This is an optimization exercise on Yosys and OpenROAD, whose aim is small area, a short achievable clock period and few clock cycles per item, not a production implementation. Function was not checked in any run shown here: the RTL went through the layout flow alone. Power figures rest on the tool's default switching activity, not on a simulated workload.

===== flow/design.v =====
`default_nettype none
package acs_pkg;
  localparam int CHANNELS    = 4;
  localparam int MAX_RUN     = 1024;
  localparam int SAMPLE_BITS = 12;
  localparam int CH_W    = 2;
  localparam int LEN_W   = $clog2(MAX_RUN) + 1;    
  localparam int CNT_W   = $clog2(MAX_RUN);        
  localparam int SUM_W   = SAMPLE_BITS + $clog2(MAX_RUN);
  localparam int DB_W    = 12;
  localparam int GAIN_W  = 16;
  localparam int Q_FRAC  = 8;
  localparam int PROD_W  = SAMPLE_BITS + GAIN_W;
  localparam int MA_W    = 20;
  localparam int CFG_W   = 16;
  localparam int CFG_IDX_W = 2;
  localparam int JOB_W   = CH_W + 1 + SUM_W + LEN_W;
  localparam logic [CFG_IDX_W-1:0] REG_MEASURE_COUNT   = 2'd0;
  localparam logic [CFG_IDX_W-1:0] REG_CALIBRATE_COUNT = 2'd1;
  localparam logic [CFG_IDX_W-1:0] REG_DEADBAND        = 2'd2;
  localparam logic [CFG_IDX_W-1:0] REG_GAIN            = 2'd3;
  function automatic logic [CNT_W-1:0] count_limit(input logic [LEN_W-1:0] c);
    logic [CNT_W-1:0] r;
    if (c == '0) r = '0;
    else if (c > LEN_W'(MAX_RUN)) r = CNT_W'(MAX_RUN - 1);
    else r = CNT_W'(c - LEN_W'(1));
    count_limit = r;
  endfunction
endpackage
`default_nettype wire
`default_nettype none
module acs_queue (
  input  wire logic                            clk,
  input  wire logic                            rst,
  input  wire logic                            hold,
  input  wire logic                            s_valid,
  output logic                                 s_ready,
  input  wire logic [acs_pkg::CH_W-1:0]        s_channel,
  input  wire logic                            s_kind,
  input  wire logic [acs_pkg::SAMPLE_BITS-1:0] s_sample,
  output logic                                 n_valid,
  output logic [acs_pkg::CH_W-1:0]             n_ch,
  output logic                                 n_kind,
  output logic [acs_pkg::SAMPLE_BITS-1:0]      n_sample
);
  logic                            sk_valid;
  logic [acs_pkg::CH_W-1:0]        sk_ch;
  logic                            sk_kind;
  logic [acs_pkg::SAMPLE_BITS-1:0] sk_sample;
  logic                            take;
  logic                            ready_q;    
  assign s_ready  = ready_q;
  assign take     = s_valid && !sk_valid;
  assign n_valid  = sk_valid || take;
  assign n_ch     = sk_valid ? sk_ch     : s_channel;
  assign n_kind   = sk_valid ? sk_kind   : s_kind;
  assign n_sample = sk_valid ? sk_sample : s_sample;
  always_ff @(posedge clk) begin
    if (rst) begin
      sk_valid <= 1'b0;
      ready_q  <= 1'b1;
    end else if (hold) begin
      if (take) begin
        sk_valid <= 1'b1;
        ready_q  <= 1'b0;
      end
    end else begin
      sk_valid <= 1'b0;
      ready_q  <= 1'b1;
    end
    if (hold && take) begin
      sk_ch     <= s_channel;
      sk_kind   <= s_kind;
      sk_sample <= s_sample;
    end
  end
endmodule
`default_nettype wire
`default_nettype none
module acs_front (
  input  wire logic                            clk,
  input  wire logic                            rst,
  input  wire logic                            hold,      
  input  wire logic [acs_pkg::CNT_W-1:0]       meas_lim,
  input  wire logic [acs_pkg::CNT_W-1:0]       cal_lim,
  input  wire logic                            n_valid,
  input  wire logic [acs_pkg::CH_W-1:0]        n_ch,
  input  wire logic                            n_kind,
  input  wire logic [acs_pkg::SAMPLE_BITS-1:0] n_sample,
  output logic                                 push,      
  output logic [acs_pkg::CH_W-1:0]             push_ch,
  output logic                                 push_kind,
  output logic [acs_pkg::SUM_W-1:0]            push_sum,
  output logic [acs_pkg::LEN_W-1:0]            push_len,
  output logic [6:0]                           push_len3,   
  output logic                                 push_small   
);
  logic [acs_pkg::SUM_W-1:0] run_sum  [acs_pkg::CHANNELS];
  logic [acs_pkg::CNT_W-1:0] run_len  [acs_pkg::CHANNELS];
  logic                      run_kind [acs_pkg::CHANNELS];
  logic                            in_valid;
  logic [acs_pkg::CH_W-1:0]        in_ch;
  logic                            in_kind;
  logic [acs_pkg::SAMPLE_BITS-1:0] in_sample;
  logic                            in_restart;    
  logic                      restart;
  logic [acs_pkg::SUM_W-1:0] base_sum;
  logic [acs_pkg::CNT_W-1:0] base_len;
  logic [acs_pkg::SUM_W-1:0] sum_next;
  logic [acs_pkg::LEN_W-1:0] len_next;
  logic                      done;
  logic fwd;
  logic n_busy;
  logic n_run_kind;
  always_comb begin
    fwd        = in_valid && (n_ch == in_ch);
    n_busy     = fwd ? !done   : (run_len[n_ch] != '0);
    n_run_kind = fwd ? in_kind : run_kind[n_ch];
  end
  always_ff @(posedge clk) begin
    if (rst) in_valid <= 1'b0;
    else if (!hold) in_valid <= n_valid;
    if (!hold) begin
      in_ch      <= n_ch;
      in_kind    <= n_kind;
      in_sample  <= n_sample;
      in_restart <= n_busy && (n_run_kind != n_kind);
    end
  end
  always_comb begin
    restart  = in_restart;
    base_sum = restart ? '0 : run_sum[in_ch];
    base_len = restart ? '0 : run_len[in_ch];
    sum_next = base_sum + acs_pkg::SUM_W'(in_sample);
    len_next = acs_pkg::LEN_W'(base_len) + acs_pkg::LEN_W'(1);
    done     = base_len >= (in_kind ? cal_lim : meas_lim);
  end
  always_ff @(posedge clk) begin
    if (rst) begin
      for (int i = 0; i < acs_pkg::CHANNELS; i++) begin
        run_sum[i]  <= '0;
        run_len[i]  <= '0;
        run_kind[i] <= 1'b0;
      end
    end else if (in_valid && !hold) begin
      run_kind[in_ch] <= in_kind;
      if (done) begin
        run_sum[in_ch] <= '0;
        run_len[in_ch] <= '0;
      end else begin
        run_sum[in_ch] <= sum_next;
        run_len[in_ch] <= len_next[acs_pkg::CNT_W-1:0];
      end
    end
  end
  assign push       = in_valid && done;
  assign push_ch    = in_ch;
  assign push_kind  = in_kind;
  assign push_sum   = sum_next;
  assign push_len   = len_next;
  assign push_len3  = 7'(len_next[4:0]) + 7'({len_next[4:0], 1'b0});
  assign push_small = base_len < acs_pkg::CNT_W'(16);
endmodule
`default_nettype wire
`default_nettype none
module acs_back #(
  parameter int SB = 5,     
  parameter int SK = 4,     
  parameter int LK = 1      
) (
  input  wire logic                        clk,
  input  wire logic                        rst,
  input  wire logic                        stall,
  input  wire logic [acs_pkg::DB_W-1:0]    deadband,
  input  wire logic [acs_pkg::GAIN_W-1:0]  gain,
  input  wire logic                        push,
  input  wire logic [acs_pkg::CH_W-1:0]    push_ch,
  input  wire logic                        push_kind,
  input  wire logic [acs_pkg::SUM_W-1:0]   push_sum,
  input  wire logic [acs_pkg::LEN_W-1:0]   push_len,
  input  wire logic [SB+1:0]               push_len3,
  input  wire logic                        push_small,
  output logic                             j_free,    
  output logic                             r_valid,
  output logic [acs_pkg::CH_W-1:0]         r_channel,
  output logic                             r_kind,
  output logic [acs_pkg::SAMPLE_BITS-1:0]  r_average,
  output logic [acs_pkg::MA_W-1:0]         r_current_ma
);
  localparam int QB = acs_pkg::SAMPLE_BITS;    
  localparam int LW = acs_pkg::LEN_W;
  localparam int RB = LW - 1;                  
  localparam int SR = SB - 1;                  
  localparam int NS = QB / SK;                 
  localparam int NL = QB / LK;                 
  localparam int CW = $clog2(NL + 1);
  logic                     j_valid;
  logic [acs_pkg::CH_W-1:0] j_ch;
  logic                     j_kind;
  logic [acs_pkg::SUM_W-1:0] j_sum;
  logic [LW-1:0]            j_len;
  logic [SB+1:0]            j_len3;
  logic                     j_small;
  logic [CW-1:0]            j_count;
  logic                     l_last;
  logic [RB-1:0]            l_rem_n;
  logic [QB-1:0]            l_q_n;
  always_comb begin
    logic [RB:0] trial;
    logic        fits;
    l_rem_n = j_sum[acs_pkg::SUM_W-1:QB];
    l_q_n   = j_sum[QB-1:0];
    for (int j = 0; j < LK; j++) begin
      trial   = {l_rem_n, l_q_n[QB-1]};
      fits    = trial >= {1'b0, j_len};
      l_rem_n = fits ? RB'(trial - {1'b0, j_len}) : trial[RB-1:0];
      l_q_n   = {l_q_n[QB-2:0], fits};
    end
  end
  assign l_last = j_valid && !j_small && j_count == CW'(NL - 1);
  assign j_free = !stall && (!j_valid || j_small || l_last);
  always_ff @(posedge clk) begin
    if (rst) j_valid <= 1'b0;
    else if (j_free) j_valid <= push;
    if (j_free) begin
      j_ch    <= push_ch;
      j_kind  <= push_kind;
      j_sum   <= push_sum;
      j_len   <= push_len;
      j_len3  <= push_len3;
      j_small <= push_small;
      j_count <= '0;
    end else if (!stall) begin
      j_sum   <= {l_rem_n, l_q_n};
      j_count <= j_count + CW'(1);
    end
  end
  localparam int T3 = SB + 2;                  
  logic            dv  [NS+1];
  logic [acs_pkg::CH_W-1:0] dch [NS+1];
  logic            dk  [NS+1];
  logic [SR-1:0]   drem[NS+1];
  logic [QB-1:0]   dq  [NS+1];
  logic [SB-1:0]   dlen[NS+1];
  logic [T3-1:0]   dl3 [NS+1];
  assign dv[0]   = j_valid && j_small;
  assign dch[0]  = j_ch;
  assign dk[0]   = j_kind;
  assign drem[0] = j_sum[QB+SR-1:QB];
  assign dq[0]   = j_sum[QB-1:0];
  assign dlen[0] = j_len[SB-1:0];
  assign dl3[0]  = j_len3;
  for (genvar s = 0; s < NS; s++) begin : g_div
    logic [SR-1:0] rem;
    logic [QB-1:0] q;
    logic [T3-1:0] trial;
    logic [T3:0]   d1, d2, d3;
    always_comb begin
      rem = drem[s];
      q   = dq[s];
      for (int j = 0; j < SK / 2; j++) begin
        trial = T3'({rem, q[QB-1:QB-2]});
        d1    = {1'b0, trial} - (T3+1)'(dlen[s]);
        d2    = {1'b0, trial} - (T3+1)'({dlen[s], 1'b0});
        d3    = {1'b0, trial} - (T3+1)'(dl3[s]);
        q     = {q[QB-3:0], 2'b00};
        if (!d3[T3]) begin
          rem  = SR'(d3);
          q[1:0] = 2'd3;
        end else if (!d2[T3]) begin
          rem  = SR'(d2);
          q[1:0] = 2'd2;
        end else if (!d1[T3]) begin
          rem  = SR'(d1);
          q[1:0] = 2'd1;
        end else begin
          rem  = SR'(trial);
        end
      end
    end
    if (s < NS - 1) begin : g_reg
      always_ff @(posedge clk) begin
        if (rst) dv[s+1] <= 1'b0;
        else if (!stall) dv[s+1] <= dv[s];
        if (!stall) begin
          dch[s+1]  <= dch[s];
          dk[s+1]   <= dk[s];
          drem[s+1] <= rem;
          dq[s+1]   <= q;
          dlen[s+1] <= dlen[s];
          dl3[s+1]  <= dl3[s];
        end
      end
    end else begin : g_last
      assign dv[s+1]   = dv[s];
      assign dch[s+1]  = dch[s];
      assign dk[s+1]   = dk[s];
      assign drem[s+1] = rem;
      assign dq[s+1]   = q;
      assign dlen[s+1] = dlen[s];
      assign dl3[s+1]  = dl3[s];
    end
  end
  logic                            p1_valid;
  logic [acs_pkg::CH_W-1:0]        p1_ch;
  logic                            p1_kind;
  logic [acs_pkg::SAMPLE_BITS-1:0] p1_avg;
  logic [acs_pkg::SAMPLE_BITS-1:0] zero_offset [acs_pkg::CHANNELS];
  logic [acs_pkg::SAMPLE_BITS-1:0] off;
  logic [acs_pkg::SAMPLE_BITS-1:0] corrected;
  always_ff @(posedge clk) begin
    if (rst) p1_valid <= 1'b0;
    else if (!stall) p1_valid <= dv[NS] || l_last;
    if (!stall) begin
      p1_ch   <= l_last ? j_ch    : dch[NS];
      p1_kind <= l_last ? j_kind  : dk[NS];
      p1_avg  <= l_last ? l_q_n   : dq[NS];
    end
  end
  assign off       = zero_offset[p1_ch];
  assign corrected = (p1_avg > off) ? p1_avg - off : '0;
  localparam int TW = acs_pkg::SAMPLE_BITS + 2;
  logic [TW-1:0] t_a, t_b, t_c, t_x, t_y, t_diff;
  logic          p1_pass;
  always_comb begin
    t_a    = TW'(p1_avg);
    t_b    = ~(TW'(off));
    t_c    = ~(TW'(deadband));
    t_x    = t_a ^ t_b ^ t_c;
    t_y    = {((t_a & t_b) | (t_a & t_c) | (t_b & t_c)), 1'b1};
    t_diff = t_x - ~t_y;
    p1_pass = !p1_kind && ((deadband == '0) || ((p1_avg > off) && !t_diff[TW-1]));
  end
  always_ff @(posedge clk) begin
    if (rst) begin
      for (int i = 0; i < acs_pkg::CHANNELS; i++) zero_offset[i] <= '0;
    end else if (!stall && p1_valid && p1_kind) begin
      zero_offset[p1_ch] <= p1_avg;
    end
  end
  localparam int PW = acs_pkg::PROD_W;
  localparam int FW = acs_pkg::Q_FRAC;
  logic                            p2_valid;
  logic [acs_pkg::CH_W-1:0]        p2_ch;
  logic                            p2_kind;
  logic [acs_pkg::SAMPLE_BITS-1:0] p2_avg;
  logic                            p2_pass;
  logic [acs_pkg::SAMPLE_BITS-1:0] p2_corr;
  always_ff @(posedge clk) begin
    if (rst) p2_valid <= 1'b0;
    else if (!stall) p2_valid <= p1_valid;
    if (!stall) begin
      p2_ch   <= p1_ch;
      p2_kind <= p1_kind;
      p2_avg  <= p1_avg;
      p2_pass <= p1_pass;
      p2_corr <= corrected;
    end
  end
  logic [PW-1:0] row_a;
  logic [PW-1:0] row_b;
  localparam int GW = acs_pkg::GAIN_W + 2;
  logic [GW-1:0] gain3;
  always_ff @(posedge clk) gain3 <= GW'(gain) + GW'({gain, 1'b0});
  logic [PW-1:0] r0 [6];
  logic [PW-1:0] r1 [4];
  logic [PW-1:0] r2 [3];
  always_comb begin
    for (int i = 0; i < 6; i++) begin
      case (p2_corr[2*i +: 2])
        2'd1:    r0[i] = PW'(gain) << (2*i);
        2'd2:    r0[i] = PW'({gain, 1'b0}) << (2*i);
        2'd3:    r0[i] = PW'(gain3) << (2*i);
        default: r0[i] = '0;
      endcase
    end
    for (int i = 0; i < 2; i++) begin
      r1[2*i]   = r0[3*i] ^ r0[3*i+1] ^ r0[3*i+2];
      r1[2*i+1] = ((r0[3*i] & r0[3*i+1]) | (r0[3*i] & r0[3*i+2]) | (r0[3*i+1] & r0[3*i+2])) << 1;
    end
    r2[0] = r1[0] ^ r1[1] ^ r1[2];
    r2[1] = ((r1[0] & r1[1]) | (r1[0] & r1[2]) | (r1[1] & r1[2])) << 1;
    r2[2] = r1[3];
    row_a   = r2[0] ^ r2[1] ^ r2[2];
    row_b   = ((r2[0] & r2[1]) | (r2[0] & r2[2]) | (r2[1] & r2[2])) << 1;
  end
  logic [PW-1:0]            product;
  logic [acs_pkg::MA_W-1:0] ma;
  assign product = row_a + row_b;
  assign ma = !p2_pass ? '0 : product[FW +: acs_pkg::MA_W];
  always_ff @(posedge clk) begin
    if (rst) r_valid <= 1'b0;
    else if (!stall) r_valid <= p2_valid;
    if (!stall) begin
      r_channel    <= p2_ch;
      r_kind       <= p2_kind;
      r_average    <= p2_avg;
      r_current_ma <= ma;
    end
  end
endmodule
`default_nettype wire
`default_nettype none
module averaged_current_sense (
  input  wire logic                            clk,
  input  wire logic                            rst,
  input  wire logic                            s_valid,
  output logic                                 s_ready,
  input  wire logic [acs_pkg::CH_W-1:0]        s_channel,
  input  wire logic                            s_kind,
  input  wire logic [acs_pkg::SAMPLE_BITS-1:0] s_sample,
  output logic                                 r_valid,
  input  wire logic                            r_ready,
  output logic [acs_pkg::CH_W-1:0]             r_channel,
  output logic                                 r_kind,
  output logic [acs_pkg::SAMPLE_BITS-1:0]      r_average,
  output logic [acs_pkg::MA_W-1:0]             r_current_ma,
  input  wire logic                            cfg_we,
  input  wire logic [acs_pkg::CFG_IDX_W-1:0]   cfg_index,
  input  wire logic [acs_pkg::CFG_W-1:0]       cfg_data
);
  logic [acs_pkg::CNT_W-1:0]  meas_lim;    
  logic [acs_pkg::CNT_W-1:0]  cal_lim;     
  logic [acs_pkg::DB_W-1:0]   deadband;
  logic [acs_pkg::GAIN_W-1:0] gain;
  always_ff @(posedge clk) begin
    if (rst) begin
      meas_lim <= acs_pkg::CNT_W'(64 - 1);
      cal_lim  <= acs_pkg::CNT_W'(200 - 1);
      deadband <= acs_pkg::DB_W'(149);
      gain     <= acs_pkg::GAIN_W'(5158);
    end else if (cfg_we) begin
      case (cfg_index)
        acs_pkg::REG_MEASURE_COUNT:   meas_lim <= acs_pkg::count_limit(cfg_data[acs_pkg::LEN_W-1:0]);
        acs_pkg::REG_CALIBRATE_COUNT: cal_lim  <= acs_pkg::count_limit(cfg_data[acs_pkg::LEN_W-1:0]);
        acs_pkg::REG_DEADBAND:        deadband <= cfg_data[acs_pkg::DB_W-1:0];
        default:                      gain     <= cfg_data[acs_pkg::GAIN_W-1:0];
      endcase
    end
  end
  logic stall;
  logic j_free;
  logic hold;
  assign stall = r_valid && !r_ready;
  assign hold  = !j_free;
  logic                            n_valid;
  logic [acs_pkg::CH_W-1:0]        n_ch;
  logic                            n_kind;
  logic [acs_pkg::SAMPLE_BITS-1:0] n_sample;
  acs_queue u_queue (
    .clk(clk), .rst(rst), .hold(hold),
    .s_valid(s_valid), .s_ready(s_ready), .s_channel(s_channel),
    .s_kind(s_kind), .s_sample(s_sample),
    .n_valid(n_valid), .n_ch(n_ch), .n_kind(n_kind), .n_sample(n_sample)
  );
  logic                        push;
  logic [acs_pkg::CH_W-1:0]    push_ch;
  logic                        push_kind;
  logic [acs_pkg::SUM_W-1:0]   push_sum;
  logic [acs_pkg::LEN_W-1:0]   push_len;
  logic [6:0]                  push_len3;
  logic                        push_small;
  acs_front u_front (
    .clk(clk), .rst(rst), .hold(hold),
    .meas_lim(meas_lim), .cal_lim(cal_lim),
    .n_valid(n_valid), .n_ch(n_ch), .n_kind(n_kind), .n_sample(n_sample),
    .push(push), .push_ch(push_ch), .push_kind(push_kind), .push_sum(push_sum),
    .push_len(push_len), .push_len3(push_len3), .push_small(push_small)
  );
  acs_back u_back (
    .clk(clk), .rst(rst), .stall(stall),
    .deadband(deadband), .gain(gain),
    .push(push), .push_ch(push_ch), .push_kind(push_kind), .push_sum(push_sum),
    .push_len(push_len), .push_len3(push_len3), .push_small(push_small),
    .j_free(j_free),
    .r_valid(r_valid), .r_channel(r_channel), .r_kind(r_kind),
    .r_average(r_average), .r_current_ma(r_current_ma)
  );
endmodule
`default_nettype wire

===== flow/constraint.sdc =====
create_clock -name core_clock -period 8.5 [get_ports {clk}]
set_input_delay 1.7000 -clock core_clock [delete_from_list [all_inputs] [get_ports {clk}]]
set_output_delay 1.7000 -clock core_clock [all_outputs]
set_load 0.01 [all_outputs]

===== flow/run.sh =====
#!/bin/bash
# synth_recipe.tcl (not shown) runs the flow's synth.tcl, then flattens the netlist and writes it again
# the make line also repeats each setting of config.mk as NAME=value (left out here)
make -C /OpenROAD-flow-scripts/flow DESIGN_CONFIG=/design/flow/config.mk WORK_HOME=/design/flow/orfs CLKGATE_MAP_FILE= SYNTH_SCRIPT=/design/flow/synth_recipe.tcl finish

===== flow/config.mk =====
export PLATFORM = sky130hd
export DESIGN_NAME = averaged_current_sense
export DESIGN_NICKNAME = averaged_current_sense
export VERILOG_FILES = /design/flow/design.v
export SDC_FILE = /design/flow/constraint.sdc
export NUM_CORES = 4
export LEC_CHECK = 0
export ABC_CLOCK_PERIOD_IN_PS = 3500
export CAP_MARGIN = 20
export CORE_MARGIN = 2
export CORE_UTILIZATION = 40
export SETUP_SLACK_MARGIN = 4.7
export SLEW_MARGIN = 20

==> summary.md, run 1 <==
| Metric | Value |
|---|---|
| Status | `timing/DRC/antenna clean` |
| Kind of critical path | `flip-flop to flip-flop` |
| R2R depth | `16` |
| Fin nets | `3,135` |
| Total Die Area | `74,900 µm²` |
| CTS clock-pin slew for the worst setup and hold paths | `about 0.060 ns` |
| Worst r2r src | `u_back.p2_corr[8]` |
| Gr usage total | `approximately a fifth` |
| Syn Nets | `a little under 3,000` |
| Initial drt markers | `about 1,600` |
| Post-synth ARST share | `0%` |
| IO Count | `75` |
| Die Height | `274 µm` |
| First-pass detailed-route iteration total | `5` |
| Root Buffer | `clkbuf_16` |
| Crit start category | `flip-flop` |
| Unrepaired setup endpoints after global routing | `yes` |
| Routed vias | `21,100` |
| Fin. Hold Viols | `0` |
| PwrDens | `404 nW/µm²` |
| DRC | `0` |
| Max FO, Critical Path | `6` |
| Clk Latency, worst-skew pair | `0.62 ns` |
| Hpwl dp | `53,700 µm` |
| Leak Pwr | `0.0139 µW` |
| Post-route minimum period | `about 4.8 ns` |
| Hold Path Depth | `0` |
| Min-Delay Path Class | `flip-flop to flip-flop` |
| CTS HTree Levels | `2` |
| Crit path DAT | `5.17 ns` |
| Avg WL per Cell | `21.2 µm` |
| Max VDD drop | `around 0.30 mV` |
| First-pass GRT wire length | `approximately 120,000 µm` |
| Final setup vio count | `0` |
| Register-to-register path setup slack | `about 3.7 ns` |
| Port bufs | `74` |
| Worst-Margin Slew | `between 1 and 1.5 ns` |
| Synthesized flop and latch total | `475` |
| Area growth from synthesis to layout | `20.8%` |
| Post-Syn Area per Cell | `11.2 µm²` |
| FP Rows | `98` |
| Largest net degree at the start of global routing | `a little under 90` |
| Sequential-to-total area share from yosys stat | `46.2%` |
| Sum of negative setup slack | `0 ns` |
| ANT nets after route | `0` |
| Worst Hold End | `u_back.r_channel[1]` |
| GP Congestion | `between 0.8 and 0.9` |
| Vias in the first global route | `21,300` |
| Total of warnings raised by yosys | `21` |
| Initial antenna violation count | `1` |
| Layout cells sized above 1 | `around 22%` |
| TritonCTS clock tree | `done` |
| WL final | `80,400 µm` |
| Top FF cell, synth | `edfxtp_1` |
| Number of diodes | `0` |
| Most used cells in the layout excluding fill and tap cells | `edfxtp_1 (392), nand2_1 (210), inv_1 (188)` |
| Effective utilization at floorplan | `40.6%` |
| Cell variety after synth | `73` |
| TritonCTS buffer count | `53` |
| Die W | `274 µm` |
| Core area | `approximately 72,000 µm²` |
| EDFF count, synth | `between 300 and 400` |
| Post-Synthesis Cells | `2,607` |
| Sinks on Clock Net | `475` |
| Final Cycle Share | `56.7%` |
| Setup crit end kind | `flip-flop` |
| Commonest non-fill, non-tap cell in the layout | `edfxtp_1` |
| Max Buffers Root-to-Sink | `3` |
| F_max | `208 MHz` |
| Total of max-cap violations | `0` |
| Clock Skews | `0.0277 ns` |
| Final Util | `49.0%` |
| Slew HR | `30.3%` |
| Hold Path Origin | `u_back.p2_ch[1]` |
| Reg2reg end | `u_back.r_current_ma[19]` |
| Final slew viol count | `0` |
| Syn Std Cell Area | `between 20,000 and 30,000 µm²` |
| Worst Path Required | `8.85 ns` |
| Overflow after GRT | `0` |
| Vias per inst | `5.56` |
-- critical path, cell delays in order, from the launching register on --
cell      delay (ns)
edfxtp_1        0.54
mux2_2          0.38
a22oi_2         0.14
fa_1            0.48
fa_1            0.51
inv_1           0.05
fa_1            0.54
ha_4            0.22
a21o_1          0.16
a21oi_2         0.11
inv_1           0.06
or3_4           0.35
o211ai_4        0.25
o21ai_4         0.10
a211oi_2        0.28
a21oi_1         0.11
mux2_2          0.27
-- cell usage after synthesis, drive strengths merged, types with 83 or more instances --
cell / instances / area share, %
dfxtp: 83 / 5.7
a21oi: 125 / 2.2
edfxtp: 392 / 40
inv: 211 / 2.7
ha: 204 / 8.8
nand2: 216 / 2.8
mux2: 97 / 3.8
clkbuf: 100 / 1.3
fa: 87 / 6.0
nor2: 155 / 2.0
o21ai: 108 / 1.9
nor3: 91 / 1.6
-- per-layer routing --
metal	wire (µm)	track usage [%]	part of all wire, %	vias to the layer above
met1	34700	27.9	43	10500
met5	13	0	0.016	-
li1	-	-	-	9831
met4	2400	6.79	3.0	2
met3	3990	2.85	5.0	139
met2	39300	35.9	49	632
-- state kept, by name, summed over array words and instances, names as in the netlist, 14 cells and up, named ones only --
signal	flops
u_back.zero_offset	48
u_back.r_current_ma	20
u_back.gain3	18
u_front.run_len	40
u_back.dl3	14
u_front.run_sum	88
gain	16
u_back.j_sum	22
u_back.dq	24
-- final cells by class --
cell class | count | area, µm²
fill | 6369 | 36600
multi-input combinational | 1797 | 15600
sequential | 475 | 13500
timing repair buffer | 266 | 2420
clock buffer | 75 | 1490
tap | 950 | 1190
inverter | 213 | 812
clock inverter | 22 | 199
-- cells by family after synthesis --
logic type,count (synthesis),synth area share (%)
and+or+nand+nor,744,12.4
AOI/OAI and AO/OA,485,10.9
DFF,475,46.2
buffers and inverters,337,4.43
adders and majority gates,291,14.8
muxes,181,8.51
xor gates and xnor gates,94,2.83
-- worst max path at each step --
stage | endpoint | start | slack, ns | depth (start not counted)
6_report | u_back.r_current_ma[19] | u_back.p2_corr[8] | 3.68 | 16
5_1_grt | u_back.r_current_ma[18] | u_back.p2_corr[0] | 3.49 | 20
4_1_cts | u_back.r_current_ma[19] | u_back.p2_corr[6] | 3.68 | 18
3_5_place_dp | u_back.r_current_ma[19] | u_back.p2_corr[10] | 2.75 | 16
3_3_place_gp | u_back.r_current_ma[19] | u_back.p2_corr[10] | 2.79 | 16
2_1_floorplan | u_back.r_current_ma[19] | u_back.p2_corr[0] | 3.78 | 18
-- report_power, final --
part | total, µW | switching (µW) | internal (µW)
logic | 8450 | 4310 | 4140
clock network | 2260 | 971 | 1290
registers | 3500 | 395 | 3110
total | 14200 | 5680 | 8530
-- timing repair --
action | 4_1_cts | 5_1_grt
setup buffers | 132 | 35
cloned | 0 | 5
setup endpoints to repair | 337 | 198
gates resized for setup | 149 | 116
pin swaps | 60 | 73
hold buffers | 0 | 0
-- through the flow --
step | instances | total power (µW) | hold slack, ns | cell area [µm²] | setup slack [ns]
after floorplan | 2607 | 8420 | 0.366 | 29500 | 3.78
final | 3798 | 14200 | 0.419 | 35100 | 3.68
after CTS | 3758 | 13400 | 0.419 | 34300 | 3.68
after detailed placement | 3529 | 9990 | 0.405 | 31000 | 2.75
after global routing | 3798 | 15200 | 0.424 | 35100 | 3.49
after global placement | 3529 | 9810 | 0.401 | 31000 | 2.79
==> run 2, diff against run 1 <==
--- a/flow/design.v
+++ b/flow/design.v
@@ -92,6 +92,6 @@
   output logic                                 push_kind,
   output logic [acs_pkg::SUM_W-1:0]            push_sum,
-  output logic [acs_pkg::LEN_W-1:0]            push_len,
-  output logic [6:0]                           push_len3,   
+  output logic [acs_pkg::CNT_W-1:0]            push_nlen,   
+  output logic [6:0]                           push_nlen3,  
   output logic                                 push_small   
 );
@@ -158,6 +158,6 @@
   assign push_kind  = in_kind;
   assign push_sum   = sum_next;
-  assign push_len   = len_next;
-  assign push_len3  = 7'(len_next[4:0]) + 7'({len_next[4:0], 1'b0});
+  assign push_nlen  = ~base_len;
+  assign push_nlen3 = ~(7'(base_len[4:0]) + 7'({base_len[4:0], 1'b0}) + 7'd2);
   assign push_small = base_len < acs_pkg::CNT_W'(16);
 endmodule
@@ -178,6 +178,6 @@
   input  wire logic                        push_kind,
   input  wire logic [acs_pkg::SUM_W-1:0]   push_sum,
-  input  wire logic [acs_pkg::LEN_W-1:0]   push_len,
-  input  wire logic [SB+1:0]               push_len3,
+  input  wire logic [acs_pkg::CNT_W-1:0]   push_nlen,    
+  input  wire logic [SB+1:0]               push_nlen3,   
   input  wire logic                        push_small,
   output logic                             j_free,    
@@ -199,6 +199,6 @@
   logic                     j_kind;
   logic [acs_pkg::SUM_W-1:0] j_sum;
-  logic [LW-1:0]            j_len;
-  logic [SB+1:0]            j_len3;
+  logic [RB-1:0]            j_nlen;
+  logic [SB+1:0]            j_nl3;
   logic                     j_small;
   logic [CW-1:0]            j_count;
@@ -207,12 +207,14 @@
   logic [QB-1:0]            l_q_n;
   always_comb begin
-    logic [RB:0] trial;
-    logic        fits;
+    logic [RB:0]   trial;
+    logic [RB+1:0] l_diff;
+    logic          fits;
     l_rem_n = j_sum[acs_pkg::SUM_W-1:QB];
     l_q_n   = j_sum[QB-1:0];
     for (int j = 0; j < LK; j++) begin
       trial   = {l_rem_n, l_q_n[QB-1]};
-      fits    = trial >= {1'b0, j_len};
-      l_rem_n = fits ? RB'(trial - {1'b0, j_len}) : trial[RB-1:0];
+      l_diff  = {1'b0, trial} + {2'b11, j_nlen};    
+      fits    = !l_diff[RB+1];
+      l_rem_n = fits ? l_diff[RB-1:0] : trial[RB-1:0];
       l_q_n   = {l_q_n[QB-2:0], fits};
     end
@@ -227,6 +229,6 @@
       j_kind  <= push_kind;
       j_sum   <= push_sum;
-      j_len   <= push_len;
-      j_len3  <= push_len3;
+      j_nlen  <= push_nlen;
+      j_nl3   <= push_nlen3;
       j_small <= push_small;
       j_count <= '0;
@@ -242,6 +244,6 @@
   logic [SR-1:0]   drem[NS+1];
   logic [QB-1:0]   dq  [NS+1];
-  logic [SB-1:0]   dlen[NS+1];
-  logic [T3-1:0]   dl3 [NS+1];
+  logic [SB-1:0]   dn1 [NS+1];    
+  logic [T3-1:0]   dn3 [NS+1];    
   assign dv[0]   = j_valid && j_small;
   assign dch[0]  = j_ch;
@@ -249,6 +251,6 @@
   assign drem[0] = j_sum[QB+SR-1:QB];
   assign dq[0]   = j_sum[QB-1:0];
-  assign dlen[0] = j_len[SB-1:0];
-  assign dl3[0]  = j_len3;
+  assign dn1[0]  = j_nlen[SB-1:0];
+  assign dn3[0]  = j_nl3;
   for (genvar s = 0; s < NS; s++) begin : g_div
     logic [SR-1:0] rem;
@@ -261,7 +263,7 @@
       for (int j = 0; j < SK / 2; j++) begin
         trial = T3'({rem, q[QB-1:QB-2]});
-        d1    = {1'b0, trial} - (T3+1)'(dlen[s]);
-        d2    = {1'b0, trial} - (T3+1)'({dlen[s], 1'b0});
-        d3    = {1'b0, trial} - (T3+1)'(dl3[s]);
+        d1    = {1'b0, trial} + {{(T3-SB+1){1'b1}}, dn1[s]};
+        d2    = {1'b0, trial} + {{(T3-SB){1'b1}}, dn1[s], 1'b0};
+        d3    = {1'b0, trial} + {1'b1, dn3[s]};
         q     = {q[QB-3:0], 2'b00};
         if (!d3[T3]) begin
@@ -288,6 +290,6 @@
           drem[s+1] <= rem;
           dq[s+1]   <= q;
-          dlen[s+1] <= dlen[s];
-          dl3[s+1]  <= dl3[s];
+          dn1[s+1]  <= dn1[s];
+          dn3[s+1]  <= dn3[s];
         end
       end
@@ -298,6 +300,6 @@
       assign drem[s+1] = rem;
       assign dq[s+1]   = q;
-      assign dlen[s+1] = dlen[s];
-      assign dl3[s+1]  = dl3[s];
+      assign dn1[s+1]  = dn1[s];
+      assign dn3[s+1]  = dn3[s];
     end
   end
@@ -360,4 +362,5 @@
   logic [PW-1:0] row_a;
   logic [PW-1:0] row_b;
+  logic [FW:0]   low_sum;
   localparam int GW = acs_pkg::GAIN_W + 2;
   logic [GW-1:0] gain3;
@@ -384,16 +387,38 @@
     row_a   = r2[0] ^ r2[1] ^ r2[2];
     row_b   = ((r2[0] & r2[1]) | (r2[0] & r2[2]) | (r2[1] & r2[2])) << 1;
+    low_sum = (FW+1)'(row_a[FW-1:0]) + (FW+1)'(row_b[FW-1:0]);
   end
-  logic [PW-1:0]            product;
-  logic [acs_pkg::MA_W-1:0] ma;
-  assign product = row_a + row_b;
-  assign ma = !p2_pass ? '0 : product[FW +: acs_pkg::MA_W];
+  logic                            p3_valid;
+  logic [acs_pkg::CH_W-1:0]        p3_ch;
+  logic                            p3_kind;
+  logic [acs_pkg::SAMPLE_BITS-1:0] p3_avg;
+  logic                            p3_pass;
+  logic [PW-FW-1:0]                p3_a;
+  logic [PW-FW-1:0]                p3_b;
+  logic                            p3_c;
+  logic [PW-FW-1:0]                scaled;
+  logic [acs_pkg::MA_W-1:0]        ma;
+  always_ff @(posedge clk) begin
+    if (rst) p3_valid <= 1'b0;
+    else if (!stall) p3_valid <= p2_valid;
+    if (!stall) begin
+      p3_ch   <= p2_ch;
+      p3_kind <= p2_kind;
+      p3_avg  <= p2_avg;
+      p3_pass <= p2_pass;
+      p3_a    <= row_a[PW-1:FW];
+      p3_b    <= row_b[PW-1:FW];
+      p3_c    <= low_sum[FW];
+    end
+  end
+  assign scaled = p3_a + p3_b + (PW-FW)'(p3_c);
+  assign ma = !p3_pass ? '0 : acs_pkg::MA_W'(scaled);
   always_ff @(posedge clk) begin
     if (rst) r_valid <= 1'b0;
-    else if (!stall) r_valid <= p2_valid;
+    else if (!stall) r_valid <= p3_valid;
     if (!stall) begin
-      r_channel    <= p2_ch;
-      r_kind       <= p2_kind;
-      r_average    <= p2_avg;
+      r_channel    <= p3_ch;
+      r_kind       <= p3_kind;
+      r_average    <= p3_avg;
       r_current_ma <= ma;
     end
@@ -458,6 +483,6 @@
   logic                        push_kind;
   logic [acs_pkg::SUM_W-1:0]   push_sum;
-  logic [acs_pkg::LEN_W-1:0]   push_len;
-  logic [6:0]                  push_len3;
+  logic [acs_pkg::CNT_W-1:0]   push_nlen;
+  logic [6:0]                  push_nlen3;
   logic                        push_small;
   acs_front u_front (
@@ -466,5 +491,5 @@
     .n_valid(n_valid), .n_ch(n_ch), .n_kind(n_kind), .n_sample(n_sample),
     .push(push), .push_ch(push_ch), .push_kind(push_kind), .push_sum(push_sum),
-    .push_len(push_len), .push_len3(push_len3), .push_small(push_small)
+    .push_nlen(push_nlen), .push_nlen3(push_nlen3), .push_small(push_small)
   );
   acs_back u_back (
@@ -472,5 +497,5 @@
     .deadband(deadband), .gain(gain),
     .push(push), .push_ch(push_ch), .push_kind(push_kind), .push_sum(push_sum),
-    .push_len(push_len), .push_len3(push_len3), .push_small(push_small),
+    .push_nlen(push_nlen), .push_nlen3(push_nlen3), .push_small(push_small),
     .j_free(j_free),
     .r_valid(r_valid), .r_channel(r_channel), .r_kind(r_kind),
==> flow/flow/run.sh (new file) <==
#!/bin/bash
# The standard layout, with buf_2 port buffers and resizing not held to a cell's footprint.
bash standard.sh MATCH_CELL_FOOTPRINT=0 "BUFFER_PORTS_ARGS=-buffer_cell sky130_fd_sc_hd__buf_2" finish > standard.log 2>&1
==> flow/standard.sh (new file) <==
#!/bin/bash
# synth_recipe.tcl (not shown) runs the flow's synth.tcl, then flattens the netlist and writes it again
# the make line also repeats each setting of config.mk as NAME=value (left out here)
make -C /OpenROAD-flow-scripts/flow DESIGN_CONFIG=/design/flow/config.mk WORK_HOME=/design/flow/orfs CLKGATE_MAP_FILE= SYNTH_SCRIPT=/design/flow/synth_recipe.tcl "${@:-finish}"
removed: flow/run.sh
==> summary.md, run 2 <==
| Metric | Value |
|---|---|
| Crit path largest cell delay | `0.66 ns` |
| Setup slack at placement | `between 4 and 5 ns` |
| First-pass detailed-route iteration total | `5` |
| Most common cell in the netlist | `edfxtp_1` |
| Die W | `282 µm` |
| Regs by FF count | `u_front.run_sum: 88 flops, u_back.zero_offset: 48 flops, u_front.run_len: 40 flops` |
| Syn Std Cell Area | `between 30,000 and 40,000 µm²` |
| Worst r2r src | `u_back.p2_corr[2]` |
| TritonCTS buffer count | `58` |
| F_max | `262 MHz` |
| Post-Syn Area per Cell | `roughly 12 µm²` |
| CP top delay family | `adder cells` |
| Cell variety after synth | `89` |
| FP Rows | `102` |
| Post-synth top cells | `edfxtp_1 (448), nor2_1 (219), nand2_1 (210)` |
| Vias in the first global route | `between 20,000 and 25,000` |
| Max FO, Critical Path | `15` |
| Top cells by area, synth | `edfxtp_1 (43%), ha_1 (8.1%), fa_1 (5.8%)` |
| Worst Hold End | `u_back.dq[2][5]` |
| Sum of negative setup slack | `0 ns` |
| Leak Pwr | `0.0143 µW` |
| Hpwl dp | `53,300 µm` |
| Crit path DAT | `about 4.2 ns` |
| Hold Path Origin | `u_back.dq[1][1]` |
| Initial antenna violation count | `3` |
| Avg WL per Cell | `20.0 µm` |
| Overflow after GRT | `0` |
| Worst Path Required | `8.89 ns` |
| Worst-path cell chain | `nor2b_1 > buf_4 > a22o_1 > fa_1 > inv_1 > fa_1 > inv_1 > ha_1 > ha_1 > o211ai_1 > o41ai_1` |
| Die Height | `282 µm` |
| Final WS setup | `4.69 ns` |
| CTS HTree Levels | `2` |
| Most used cells in the layout excluding fill and tap cells | `edfxtp_1 (448), nor2_1 (215), nand2_1 (207)` |
| Cells after DPL | `3,667` |
| Total of warnings raised by yosys | `21` |
| Status | `timing/DRC/antenna clean` |
| Post-synth top area share | `approximately 43%` |
| Total of max-cap violations | `0` |
| Crit path buffers/inverters | `3` |
| R2R depth | `11` |
| EDFF count, synth | `between 400 and 500` |
| Slew HR | `a little under a third` |
| PwrDens | `around 360 nW/µm²` |
| Number of diodes | `0` |
| Final Cycle Share | `between 40% and 50%` |
| Core area | `77,100 µm²` |
| Post-route minimum period | `between 3 and 4 ns` |
| DRC | `0` |
| Clk Latency, worst-skew pair | `0.64 ns` |
| Fin. Hold Viols | `0` |
| Root Buffer | `clkbuf_16` |
| IO Count | `75` |
| Largest net degree at the start of global routing | `89` |
| Sinks on Clock Net | `roughly 530` |
| Min-Delay Path Class | `flip-flop to flip-flop` |
| Crit start category | `flip-flop` |
| Post-synth ARST share | `0%` |
| Total power | `about 13,000 µW` |
| TritonCTS clock tree | `done` |
| Effective utilization at floorplan | `40.2%` |
| Layout cells sized above 1 | `around 19%` |
| First-pass GRT wire length | `120,000 µm` |
| Largest register FFs | `88` |
| Setup crit end kind | `flip-flop` |
| Hold Path Depth | `0` |
| Area growth from synthesis to layout | `15.5%` |
| WL final | `around 77,000 µm` |
| CTS Hold Bufs | `0` |
| Fin nets | `3,109` |
| Post-Synthesis Cells | `2,648` |
| Routed vias | `about 21,000` |
| Final slew viol count | `0` |
| ANT nets after route | `0` |
| CTS clock-pin slew for the worst setup and hold paths | `0.07 ns` |
| WHS | `0.407 ns` |
| Synthesized flop and latch total | `~530` |
| Final setup vio count | `0` |
| Largest Register | `u_front.run_sum` |
| Post-Layout Cell Count | `3,870` |
| Unrepaired setup endpoints after global routing | `yes` |
| Syn Nets | `2,976` |
| CP max stage cell | `edfxtp_1` |
| Total Die Area | `79,700 µm²` |
| Port bufs | `74` |
| Kind of critical path | `flip-flop to flip-flop` |
| Fill count | `~7,000` |
| Clock Skews | `about 0.033 ns` |
| Reg2reg end | `u_back.p3_c` |
| Largest area contributor in the netlist | `edfxtp_1` |
| GP Congestion | `roughly 0.86` |
| Vias per inst | `about 5.5` |
| Max Buffers Root-to-Sink | `3` |
| Gr usage total | `19.1%` |
| Worst-Margin Slew | `around 1.0 ns` |
| Register-to-register path setup slack | `4.69 ns` |
| Top FF cell, synth | `edfxtp_1` |
| Commonest non-fill, non-tap cell in the layout | `edfxtp_1` |
| Max VDD drop | `0.250 mV` |
| Sequential-to-total area share from yosys stat | `approximately half` |
| Initial drt markers | `1,755` |
run 2: where the power goes:
part | internal [µW] | switching [µW] | total (µW)
logic | 3020 | 3310 | 6330
clock network | 1500 | 1060 | 2570
registers | 3540 | 513 | 4050
total | 8070 | 4880 | 13000
run 2: cells by family after synthesis:
group | after synthesis | synth area share, %
multiplexers | 182 | 8.05
XOR/XNOR | 94 | 2.74
flip-flops | 532 | 48.9
AND/OR/NAND/NOR | 755 | 11.8
adder cells (fa/ha/maj) | 290 | 13.9
AO/OA/AOI/OAI | 516 | 11.1
buffers and inverters | 279 | 3.54
run 2: through the flow:
| step | utilization [%] | area (µm²) |
|---|---|---|
| after floorplan | - | 31000 |
| after global placement | 42.0 | 32400 |
| after detailed placement | 42.0 | 32400 |
| after CTS | 45.3 | 34900 |
| after global routing | 46.4 | 35800 |
| final | 46.4 | 35800 |
run 2: metal layers:
metal	wire length, µm	vias up	part of all wire (%)	global-route usage (%)
met1	33000	10500	43	24.6
li1	-	9940	-	-
met5	27	-	0.035	0
met3	4020	176	5.2	2.78
met2	37800	679	49	32.8
met4	2560	4	3.3	6.86
run 2: cell type report:
type                    count  area (µm²)  share of cell area [%]
repair buffers            188        1380                    3.85
clock buffers              78        1600                    4.47
clock inverters            31         347                   0.969
flip-flops and latches    532       15100                    42.4
well taps                1040        1300                    3.64
inverters                 163         616                    1.72
multi-input cells        1838       15400                    43.0
run 2: worst reg2reg max path, cell delays in order (launching register included):
cell      delay (ns)
edfxtp_1        0.66
nor2b_1         0.25
buf_4           0.19
a22o_1          0.26
fa_1            0.51
inv_1           0.06
fa_1            0.54
inv_1           0.04
ha_1            0.28
ha_1            0.28
o211ai_1        0.10
o41ai_1         0.42
run 2: worst max path at each step:
stage | start | to | slack [ns] | cells after the start
final | u_back.p2_corr[2] | u_back.p3_c | 4.69 | 11
after floorplan | r_ready | u_back.dch[1][0] | 3.22 | 3
after global placement | flip-flop | u_front.run_sum[1][16] | 4.06 | 11
after global routing | u_back.dn3[1][0] | u_back.drem[2][1] | 4.56 | 17
after CTS | u_back.dn3[1][0] | u_back.drem[2][0] | 4.64 | 14
after detailed placement | rst | u_back.zero_offset[1][9] | 4.05 | 6
run 2: repair_timing:
action	in CTS	in global routing
resized for setup	53	85
endpoints found under the setup margin	164	205
cloned	2	0
pin swaps	25	45
buffers inserted	43	48
==> run 3, diff against run 2 <==
--- a/flow/config.mk
+++ b/flow/config.mk
@@ -6,8 +6,11 @@
 export NUM_CORES = 4
 export LEC_CHECK = 0
+export ABC_AREA = 1
 export ABC_CLOCK_PERIOD_IN_PS = 3500
 export CAP_MARGIN = 20
 export CORE_MARGIN = 2
 export CORE_UTILIZATION = 40
+export CTS_BUF_LIST = sky130_fd_sc_hd__clkbuf_4 sky130_fd_sc_hd__clkbuf_8
+export CTS_CLUSTER_SIZE = 30
 export SETUP_SLACK_MARGIN = 4.7
 export SLEW_MARGIN = 20
==> summary.md, run 3 <==
| Metric | Value |
|---|---|
| Status | `timing/DRC/antenna clean` |
| Vias in the first global route | `22,100` |
| Gate power share | `48.4%` |
| Kind of critical path | `input port to flip-flop` |
| Post-synth ARST share | `0%` |
| Syn Nets | `3,482` |
| Cells after DPL | `~4,100` |
| Final setup vio count | `0` |
| Total Die Area | `78,500 µm²` |
| Die W | `approximately 280 µm` |
| Final slew viol count | `0` |
| Sinks on Clock Net | `532` |
| TritonCTS clock tree | `done` |
| Effective utilization at floorplan | `40.3%` |
| Setup crit end kind | `flip-flop` |
| Largest net degree at the start of global routing | `85` |
| Worst-Margin Slew | `1.01 ns` |
| Worst Path Required | `8.83 ns` |
| FP Rows | `101` |
| Avg WL per Cell | `between 15 and 20 µm` |
| Total of warnings raised by yosys | `21` |
| Post-Layout Cell Count | `4,326` |
| Post-Syn Area per Cell | `9.67 µm²` |
| Sequential-to-total area share from yosys stat | `slightly below 50%` |
| Switching pwr | `around 5200 µW` |
| GP Congestion | `0.896` |
| Crit start category | `input port` |
| CTS HTree Levels | `3` |
| TritonCTS buffer count | `94` |
| Final WS setup | `about 4.9 ns` |
| WL final | `75,100 µm` |
| EDFF count, synth | `448` |
| Max FO, Critical Path | `34` |
| Overflow after GRT | `0` |
| Clock Skews | `0.0473 ns` |
| Reg power frac | `roughly 33%` |
| PwrDens | `364 nW/µm²` |
| Worst setup path end | `u_front.run_sum[1][0]` |
| Clock share of power | `between 10% and 20%` |
| Most common cell in the netlist | `nand2_1` |
| Post-Synthesis Cells | `3,154` |
| CTS clock-pin slew for the worst setup and hold paths | `0.06 ns` |
| Most used cells in the layout excluding fill and tap cells | `nand2_1 (571), edfxtp_1 (448), nor2_1 (348)` |
| Max VDD drop | `0.201 mV` |
| Top cells by area, synth | `edfxtp_1 (44%), ha_1 (8.2%), nand2_1 (7.1%)` |
| Post-synth top area share | `44.1%` |
| Reg2reg end | `u_back.p3_c` |
| Post-synth top cells | `nand2_1 (578), edfxtp_1 (448), nor2_1 (353)` |
| Layout cells sized above 1 | `11.0%` |
| DRC | `0` |
| Commonest non-fill, non-tap cell in the layout | `nand2_1` |
| Root Buffer | `clkbuf_8` |
| Total of max-cap violations | `0` |
| R2R depth | `11` |
| Hpwl dp | `52,600 µm` |
| Cell variety after synth | `just over 60` |
| Fin nets | `3,607` |
| Sw Share | `41.7%` |
| Port bufs | `74` |
| Final Util | `between 40% and 50%` |
| Die Height | `280 µm` |
| Initial antenna violation count | `3` |
| Syn Std Cell Area | `between 30,000 and 40,000 µm²` |
| Final Cycle Share | `42.5%` |
| Pint | `7220 µW` |
| Synthesized flop and latch total | `between 500 and 600` |
| Worst r2r src | `u_back.p2_corr[0]` |
| Crit path DAT | `3.94 ns` |
| Routed vias | `22,500` |
| Leak Pwr | `0.0147 µW` |
| Largest area contributor in the netlist | `edfxtp_1` |
| First-pass GRT wire length | `119,000 µm` |
| First-pass detailed-route iteration total | `5` |
| Setup slack at placement | `3.84 ns` |
| Largest register FFs | `88` |
| Unrepaired setup endpoints after global routing | `no` |
| Fin. Hold Viols | `0` |
| F_max | `between 200 and 300 MHz` |
| Largest Register | `u_front.run_sum` |
| Area growth from synthesis to layout | `11.6%` |
| Register-to-register path setup slack | `4.92 ns` |
| Min-Delay Path Class | `flip-flop to flip-flop` |
| Clk Latency, worst-skew pair | `0.72 ns` |
| IO Count | `75` |
| Top FF cell, synth | `edfxtp_1` |
| Regs by FF count | `u_front.run_sum: 88 flops, u_back.zero_offset: 48 flops, u_front.run_len: 40 flops` |
| CP Launch Point | `r_ready` |
| Slew HR | `32.6%` |
| Post-route minimum period | `~3.6 ns` |
| ANT nets after route | `0` |
| Core area | `about 76,000 µm²` |
| Vias per inst | `5.21` |
| Max Buffers Root-to-Sink | `3` |
| CTS Hold Bufs | `0` |
| Initial drt markers | `around 1,800` |
| Gr usage total | `between 10% and 20%` |
| Sum of negative setup slack | `0 ns` |
## run 3: cell types whose count changed after synthesis, moves of 48 or more
cell / change
nand3_1: +91
a21oi_1: +139
and2_1: -49
a22o_1: -48
nor2b_1: -51
mux2_2: -94
nor2_1: +134
inv_1: +183
nand2_1: +368
o21ai_0: +66
## run 3: cells by family (layout without fill, tap and decap cells)
family	count (synthesis)	after routing	share of synthesized area (%)
other	0	1	0
adder cells (fa/ha/maj)	290	290	14.1
multiplexers	9	9	0.300
AND/OR/NAND/NOR	1171	1171	16.1
AO/OA/AOI/OAI	631	631	12.1
buffers and inverters	452	645	5.84
XOR/XNOR	69	69	1.98
flip-flops	532	532	49.6
## run 3: metal layers
layer / wire, µm / part of all wire (%) / global-route usage [%] / up-vias
li1: - / - / - / 11200
met1: 33200 / 44 / 25.3 / 10500
met2: 35400 / 47 / 32.0 / 676
met3: 4330 / 5.8 / 3.28 / 155
met4: 2170 / 2.9 / 6.47 / 4
met5: 27 / 0.036 / 0 / -
## run 3: area by class of cell
cell class	count	area, µm²
fillers	7181	41700
flip-flops and latches	532	15100
multi-input cells	2170	13700
clock buffers	129	1590
inverters	358	1370
well taps	978	1220
repair buffers	122	763
clock inverters	35	231
repair inverters	1	5.00
diodes	1	2.50
## run 3: worst min-delay path by stage
| stage | from | end | cells after the start |
|---|---|---|---|
| floorplan | u_back.dch[1][0] | u_back.dch[2][0] | 0 |
| global placement | u_back.p2_avg[10] | u_back.p3_avg[10] | 0 |
| detailed placement | u_back.dq[1][5] | u_back.dq[2][9] | 0 |
| CTS | u_back.p2_avg[1] | u_back.p3_avg[1] | 0 |
| global route | u_back.p3_avg[0] | u_back.r_average[0] | 0 |
| finish | u_back.p3_avg[0] | u_back.r_average[0] | 0 |
## run 3: per-stage QoR
stage / total power (µW) / hold slack (ns) / cell area (µm²)
floorplan: 8350 / 0.400 / 30500
global placement: 9820 / 0.401 / 31900
detailed placement: 9900 / 0.405 / 31900
CTS: 12300 / 0.389 / 33800
global route: 13600 / 0.409 / 34000
finish: 12400 / 0.386 / 34000
## run 3: worst max-delay path: stages
cell     delay (ns)
buf_2          0.15
nor2_4         0.29
a21oi_4        0.05
inv_2          0.38
nor2_2         0.06
inv_2          0.12
nor2_4         0.05
inv_2          0.10
nor2_1         0.06
nand2_1        0.07
buf_4          0.42
nand2_4        0.44
## run 3: power by group through the flow
stage	registers [µW]	logic [µW]	clock network [µW]
2_1_floorplan	3930	4420	0
3_3_place_gp	4120	5700	0
3_5_place_dp	4120	5780	0
4_1_cts	4070	5830	2400
5_1_grt	4110	6960	2510
6_report	4050	6000	2330
## run 3: timing repair
item | in CTS | in global routing
resized for setup | 13 | 28
setup endpoints to repair | 231 | 138
setup buffers | 2 | 21
pin swaps | 0 | 3
cloned | 1 | 0
==> run 4, diff against run 3 <==
--- a/flow/config.mk
+++ b/flow/config.mk
@@ -6,11 +6,9 @@
 export NUM_CORES = 4
 export LEC_CHECK = 0
-export ABC_AREA = 1
 export ABC_CLOCK_PERIOD_IN_PS = 3500
 export CAP_MARGIN = 20
 export CORE_MARGIN = 2
-export CORE_UTILIZATION = 40
+export CORE_UTILIZATION = 55
 export CTS_BUF_LIST = sky130_fd_sc_hd__clkbuf_4 sky130_fd_sc_hd__clkbuf_8
-export CTS_CLUSTER_SIZE = 30
 export SETUP_SLACK_MARGIN = 4.7
 export SLEW_MARGIN = 20
==> summary.md, run 4 <==
| Metric | Value |
|---|---|
| Status | `timing/DRC/antenna clean` |
| TritonCTS clock tree | `done` |
| Kind of critical path | `flip-flop to flip-flop` |
| Largest area contributor in the netlist | `edfxtp_1` |
| Regs by FF count | `u_front.run_sum: 88 flops, u_back.zero_offset: 48 flops, u_front.run_len: 40 flops` |
| Post-route minimum period | `3.89 ns` |
| Crit path buffers/inverters | `0` |
| Avg WL per Cell | `between 20 and 25 µm` |
| Worst Path Required | `8.93 ns` |
| Leak Pwr | `roughly 0.014 µW` |
| DRC | `0` |
| Top cells by area, synth | `edfxtp_1 (43%), ha_1 (8.1%), fa_1 (5.8%)` |
| Post-synth top cells | `edfxtp_1 (448), nor2_1 (219), nand2_1 (210)` |
| Final Cycle Share | `45.8%` |
| Final setup vio count | `0` |
| Fill count | `4,390` |
| Simple-gate share of the synthesized area | `11.8%` |
| Top FF cell, synth | `edfxtp_1` |
| Port bufs | `74` |
| First-pass GRT wire length | `119,000 µm` |
| Max VDD drop | `roughly 0.49 mV` |
| Synthesized flop and latch total | `532` |
| Overflow after GRT | `0` |
| Die Height | `~240 µm` |
| Fin nets | `about 3,100` |
| Total of warnings raised by yosys | `21` |
| Gr usage total | `26.6%` |
| Design Area, Final | `between 30,000 and 40,000 µm²` |
| IO Count | `75` |
| Most used cells in the layout excluding fill and tap cells | `edfxtp_1 (448), nor2_1 (214), nand2_1 (208)` |
| Most frequent CP cell | `mux2_4` |
| Largest Register | `u_front.run_sum` |
| Syn Std Cell Area | `31,000 µm²` |
| First-pass detailed-route iteration total | `5` |
| Max Buffers Root-to-Sink | `3` |
| Final WS setup | `4.61 ns` |
| Crit start category | `flip-flop` |
| Area growth from synthesis to layout | `13.0%` |
| Vias per inst | `5.87` |
| Slew HR | `30.5%` |
| Final slew viol count | `0` |
| Cell variety after synth | `89` |
| Placed Area | `32,100 µm²` |
| Syn Nets | `around 3,000` |
| Compound-Gate Fraction of Synth Area | `11.1%` |
| Setup slack at placement | `4.03 ns` |
| CTS HTree Levels | `3` |
| CP max stage cell | `edfxtp_1` |
| Multiplexer share of the synthesized area | `about 8%` |
| Unrepaired setup endpoints after global routing | `yes` |
| Crit path DAT | `4.32 ns` |
| Commonest non-fill, non-tap cell in the layout | `edfxtp_1` |
| Die W | `241 µm` |
| WL final | `76,000 µm` |
| Core area | `55,400 µm²` |
| Sinks on Clock Net | `532` |
| Largest net degree at the start of global routing | `73` |
| Post-Synthesis Cells | `2,648` |
| Effective utilization at floorplan | `a little under three fifths` |
| Clk Latency, worst-skew pair | `about 0.70 ns` |
| CTS clock-pin slew for the worst setup and hold paths | `around 0.060 ns` |
| Initial drt markers | `1,664` |
| Hpwl dp | `51,800 µm` |
| Sequential-to-total area share from yosys stat | `between 40% and 50%` |
| Total power | `approximately 13,000 µW` |
| GP Congestion | `just under 0.9` |
| Routed vias | `~21,000` |
| Worst-Margin Slew | `between 1 and 1.5 ns` |
| F_max | `257 MHz` |
| FP Rows | `86` |
| Post-synth top area share | `43.4%` |
| Vias in the first global route | `~21,000` |
| ANT nets after route | `0` |
| Fin. Hold Viols | `0` |
| Layout cells sized above 1 | `19.7%` |
| Total of max-cap violations | `0` |
| Min-Delay Path Class | `flip-flop to flip-flop` |
| Sum of negative setup slack | `0 ns` |
| Most common cell in the netlist | `edfxtp_1` |
| EDFF count, synth | `448` |
| CP top delay family | `compound AO/OA/AOI/OAI gates` |
| Total Die Area | `about 58,000 µm²` |
| PwrDens | `360 nW/µm²` |
| Synth Area in Adders | `13.9%` |
| Post-Syn Area per Cell | `11.7 µm²` |
| Max FO, Critical Path | `7` |
| Largest register FFs | `88` |
| XOR/XNOR share of the synthesized area | `under 10%` |
| Initial antenna violation count | `5` |
| Worst-path cell chain | `ha_2 > fa_2 > a21oi_4 > o21ai_4 > o21ai_2 > mux2_4 > ha_4 > o21ai_1 > o21bai_1 > a21oi_2 > and3_1 > a22oi_2 > a21boi_2 > mux2_4` |
| Crit path largest cell delay | `~0.5 ns` |
| TritonCTS buffer count | `91` |
| Post-synth ARST share | `0%` |
| Clock Skews | `0.0520 ns` |
| Setup crit end kind | `flip-flop` |
| Root Buffer | `clkbuf_8` |
| Largest family of logic cells by synthesized area | `adder cells` |
-- run 4: changes by cell type in the layout (fill, tap and decap cells not counted), sizes merged, moves of 48 or more --
cell,delta
nand2,-372
inv,-191
nor2,-148
a21oi,-141
nand3,-96
mux2,+94
o21ai,-68
buf,+52
nor2b,+51
and2,+49
a22o,+48
-- run 4: repair_timing --
item	CTS	global route
hold buffers	0	0
buffers inserted	42	24
gates resized for setup	43	50
endpoints found under the setup margin	168	113
pin swaps	22	35
-- run 4: stage by stage --
stage                     utilization, %  std cells  hold slack (ns)
after global routing                63.1       3624            0.376
after CTS                           62.4       3599            0.372
after global placement              57.9       3388            0.401
after floorplan                        -       2648            0.364
final                               63.1       3624            0.379
after detailed placement            58.0       3389            0.405
-- run 4: cells by family (layout without fill, tap and decap cells) --
kind of cell	after synthesis	count (layout)
and+or+nand+nor	755	755
DFF	532	532
AOI/OAI and AO/OA	516	516
adders and majority gates	290	290
buffers and inverters	279	506
muxes	182	182
xor gates and xnor gates	94	94
other	0	1
-- run 4: worst paths after layout --
kind	endpoint	start	cells after the start	slack, ns
worst min-delay path	u_back.dch[2][1]	u_back.dch[1][1]	0	0.38
worst max register to register	u_back.drem[2][0]	u_back.dq[1][11]	14	4.61
worst min register to register	u_back.dch[2][1]	u_back.dch[1][1]	0	0.38
worst max-delay path	u_back.drem[2][0]	u_back.dq[1][11]	14	4.61
-- run 4: cell type report --
class | count | area (µm²) | share of cell area, %
antenna | 1 | 2.50 | 0.00715
sequential | 532 | 15100 | 43.3
clock buffer | 124 | 1570 | 4.49
tap | 748 | 936 | 2.68
multi-input combinational | 1837 | 15200 | 43.4
inverter | 163 | 616 | 1.76
timing repair buffer | 175 | 1190 | 3.40
clock inverter | 44 | 357 | 1.02
-- run 4: per-layer routing --
metal / up-vias / part of all wire (%) / GRT usage [%]
met5: - / 0.047 / 0
met4: 6 / 2.9 / 8.21
met3: 143 / 5.5 / 5.34
met2: 552 / 48 / 43.8
met1: 10600 / 44 / 35.6
li1: 10000 / - / -
-- run 4: power by group --
part	leakage (µW)	internal, µW	switching, µW
Clock	0.00102	1360	1070
Combinational	0.00781	2900	3280
Sequential	0.00538	3540	438
Total	0.0142	7800	4790
-- run 4: worst register-to-register path: cells and delay by family, from the launching register on --
family | cells | cell delay, ns
AOI/OAI and AO/OA | 8 | 1.32
muxes | 2 | 0.68
and+or+nand+nor | 1 | 0.19
adders and majority gates | 3 | 0.96
DFF | 1 | 0.49
==> run 5, diff against run 4 <==
--- a/flow/design.v
+++ b/flow/design.v
@@ -320,6 +320,8 @@
     end
   end
-  assign off       = zero_offset[p1_ch];
-  assign corrected = (p1_avg > off) ? p1_avg - off : '0;
+  assign off = zero_offset[p1_ch];
+  logic [acs_pkg::SAMPLE_BITS:0] c_diff;
+  assign c_diff    = {1'b0, p1_avg} - {1'b0, off};
+  assign corrected = c_diff[acs_pkg::SAMPLE_BITS] ? '0 : c_diff[acs_pkg::SAMPLE_BITS-1:0];
   localparam int TW = acs_pkg::SAMPLE_BITS + 2;
   logic [TW-1:0] t_a, t_b, t_c, t_x, t_y, t_diff;
@@ -332,5 +334,5 @@
     t_y    = {((t_a & t_b) | (t_a & t_c) | (t_b & t_c)), 1'b1};
     t_diff = t_x - ~t_y;
-    p1_pass = !p1_kind && ((deadband == '0) || ((p1_avg > off) && !t_diff[TW-1]));
+    p1_pass = !p1_kind && ((deadband == '0) || !t_diff[TW-1]);
   end
   always_ff @(posedge clk) begin
--- a/flow/config.mk
+++ b/flow/config.mk
@@ -6,9 +6,11 @@
 export NUM_CORES = 4
 export LEC_CHECK = 0
+export ABC_AREA = 1
 export ABC_CLOCK_PERIOD_IN_PS = 3500
 export CAP_MARGIN = 20
 export CORE_MARGIN = 2
-export CORE_UTILIZATION = 55
+export CORE_UTILIZATION = 40
 export CTS_BUF_LIST = sky130_fd_sc_hd__clkbuf_4 sky130_fd_sc_hd__clkbuf_8
+export CTS_CLUSTER_SIZE = 30
 export SETUP_SLACK_MARGIN = 4.7
 export SLEW_MARGIN = 20
==> summary.md, run 5 <==
| Metric | Value |
|---|---|
| Sinks on Clock Net | `532` |
| Cell variety after synth | `57` |
| Initial antenna violation count | `4` |
| Fill count | `7,245` |
| WL final | `between 70,000 and 80,000 µm` |
| Min-Delay Path Class | `flip-flop to flip-flop` |
| Worst setup path end | `u_front.run_sum[2][5]` |
| First-pass detailed-route iteration total | `6` |
| Slew HR | `31.6%` |
| Status | `timing/DRC/antenna clean` |
| Max VDD drop | `0.223 mV` |
| Vias per inst | `5.25` |
| Kind of critical path | `input port to flip-flop` |
| Most Used Layer, Global Route | `met2` |
| Post-Synthesis Cells | `3,177` |
| Root Buffer | `clkbuf_8` |
| Reg2reg end | `u_back.p3_c` |
| Vias in the first global route | `approximately 22,000` |
| Total of max-cap violations | `0` |
| Overflow after GRT | `0` |
| Layout cells sized above 1 | `a little over a tenth` |
| Avg WL per Cell | `17.4 µm` |
| CP Launch Point | `r_ready` |
| Max FO, Critical Path | `34` |
| Clk Latency, worst-skew pair | `between 0.6 and 0.7 ns` |
| Area growth from synthesis to layout | `12.4%` |
| Port bufs | `74` |
| Final Cycle Share | `a little over two fifths` |
| Gr usage total | `19.2%` |
| Largest net degree at the start of global routing | `around 200` |
| Most common cell in the netlist | `nand2_1` |
| Routed vias | `between 20,000 and 25,000` |
| Post-synth top cells | `nand2_1 (585), edfxtp_1 (448), inv_1 (362)` |
| Total power | `12,700 µW` |
| Unrepaired setup endpoints after global routing | `yes` |
| Final setup vio count | `0` |
| Sequential-to-total area share from yosys stat | `49.5%` |
| Total of warnings raised by yosys | `21` |
| Synthesized flop and latch total | `532` |
| First-pass GRT wire length | `roughly 120,000 µm` |
| Most used cells in the layout excluding fill and tap cells | `nand2_1 (572), edfxtp_1 (448), inv_1 (355)` |
| Register-to-register path setup slack | `4.88 ns` |
| Setup crit end kind | `flip-flop` |
| FP Rows | `slightly above 100` |
| Met1 usage | `about 26%` |
| TritonCTS buffer count | `93` |
| GP Congestion | `0.882` |
| Worst-Margin Slew | `1.03 ns` |
| TritonCTS clock tree | `done` |
| IO Count | `75` |
| Largest area contributor in the netlist | `edfxtp_1` |
| Max Buffers Root-to-Sink | `3` |
| Effective utilization at floorplan | `40.3%` |
| DRC | `0` |
| Die Height | `280 µm` |
| CTS HTree Levels | `3` |
| F_max | `around 270 MHz` |
| Leak Pwr | `0.0148 µW` |
| Post-route minimum period | `between 3 and 4 ns` |
| Final Util | `45.3%` |
| R2R depth | `12` |
| Top cells by area, synth | `edfxtp_1 (44%), ha_1 (8.2%), nand2_1 (7.2%)` |
| Commonest non-fill, non-tap cell in the layout | `nand2_1` |
| Syn Nets | `3,505` |
| Core area | `75,800 µm²` |
| Post-Syn Area per Cell | `9.62 µm²` |
| Syn Std Cell Area | `between 30,000 and 40,000 µm²` |
| Clock Skews | `0.0362 ns` |
| Post-synth ARST share | `0%` |
| Final slew viol count | `0` |
| CTS clock-pin slew for the worst setup and hold paths | `0.06 ns` |
| Largest Register | `u_front.run_sum` |
| Sum of negative setup slack | `0 ns` |
| Initial drt markers | `1,891` |
| ANT nets after route | `0` |
| Worst r2r src | `u_back.p2_corr[1]` |
| Fin nets | `roughly 3,600` |
| GRT met2 Usage | `31.3%` |
| Fin. Hold Viols | `0` |
| Crit path DAT | `4.04 ns` |
| Hpwl dp | `52,400 µm` |
| Worst Path Required | `about 8.9 ns` |
| Regs by FF count | `u_front.run_sum: 88 flops, u_back.zero_offset: 48 flops, u_front.run_len: 40 flops` |
| PwrDens | `371 nW/µm²` |
| Total Die Area | `78,600 µm²` |
| EDFF count, synth | `448` |
| Largest register FFs | `88` |
| Top FF cell, synth | `edfxtp_1` |
| Crit start category | `input port` |
| Post-synth top area share | `between 40% and 50%` |
| M3 GR Usage | `3.89%` |
| Die W | `between 200 and 300 µm` |
[run 5: logic make-up (layout without fill, tap and decap cells)]
kind of cell / count (synthesis) / after routing / synth area share (%)
buffers and inverters: 470 / 663 / 5.97
AO/OA/AOI/OAI: 640 / 640 / 12.2
other: 0 / 3 / 0
adder cells (fa/ha/maj): 290 / 290 / 14.1
flip-flops: 532 / 532 / 49.5
AND/OR/NAND/NOR: 1167 / 1167 / 15.9
XOR/XNOR: 70 / 70 / 2.03
multiplexers: 8 / 8 / 0.266
[run 5: how the worst min path moves through the flow]
stage	start	end	cells past startpoint
detailed placement	u_back.dq[1][7]	u_back.dq[2][11]	0
finish	u_back.p2_avg[7]	u_back.p3_avg[7]	0
floorplan	u_back.dch[1][0]	u_back.dch[2][0]	0
CTS	u_back.p2_avg[7]	u_back.p3_avg[7]	0
global placement	u_back.dq[1][2]	u_back.dq[2][6]	0
global route	u_back.p2_avg[7]	u_back.p3_avg[7]	0
[run 5: layer usage]
layer	vias to the layer above	share of wire, %
li1	11200	-
met1	10800	44
met2	730	47
met3	127	6.8
met4	0	2.3
met5	-	0
[run 5: report_power, final]
part           internal (µW)  switching (µW)
combinational           2310            3740
sequential              3660             409
clock                   1520            1090
total                   7500            5240
[run 5: per-stage QoR]
stage | cells | cell area [µm²] | hold WS, ns | worst slack, ns
floorplan | 3177 | 30600 | 0.400 | 3.25
global placement | 4161 | 32000 | 0.400 | 3.59
detailed placement | 4161 | 32000 | 0.405 | 3.55
CTS | 4337 | 34200 | 0.377 | 4.67
global route | 4351 | 34400 | 0.378 | 4.68
finish | 4351 | 34400 | 0.383 | 4.86
[run 5: final cells by class]
class | instances | area [µm²] | area share (%)
Timing Repair Buffer | 113 | 694 | 2.02
Multi-Input combinational cell | 2175 | 13800 | 40.1
Sequential cell | 532 | 15100 | 44.1
Clock inverter | 44 | 495 | 1.44
Tap cell | 978 | 1220 | 3.56
Timing Repair inverter | 1 | 5.00 | 0.0146
Clock buffer | 128 | 1590 | 4.62
Antenna cell | 3 | 7.51 | 0.0219
Inverter | 377 | 1440 | 4.19
[run 5: worst max-delay path, cell delays in order]
cell     delay (ns)
buf_2          0.15
nor2_4         0.29
a21oi_4        0.05
inv_2          0.39
nor2_2         0.06
inv_2          0.12
nor2_4         0.06
nand3_1        0.10
buf_4          0.41
nand2_2        0.30
buf_4          0.35
[run 5: timing repair]
action                     4_1_cts  5_1_grt
gates cloned                     0        1
pin swaps                        0        2
setup buffers                    4        9
hold buffers                     0        0
setup endpoints to repair      228      194
resized for setup               20       27

[what the ideal ports hide]
No port has a modelled driver above. Below, the same layouts with a new extraction and two added sets of constraints.
Step 1: set_driving_cell puts a clkbuf_16 on clk and a buf_2 on each other input, an assumption about the parent block.
Step 2, shift: input delay + t, output delay - t, t = (earliest + latest rising clock arrival at the registers) / 2. This alone moves slack from input paths to output paths.
Three values: ideal ports, drivers, drivers and shift; two values: the first two.
run	t, ns	slack for setup (ns)
run 1	0.667	3.682 / 3.682 / 3.682
run 2	0.681	4.686 / 4.686 / 4.218
run 3	0.758	4.884 / 4.917 / 4.170
run 4	0.729	4.605 / 4.605 / 4.223
run 5	0.738	4.862 / 4.879 / 4.162
After both steps every run listed still meets setup and hold.
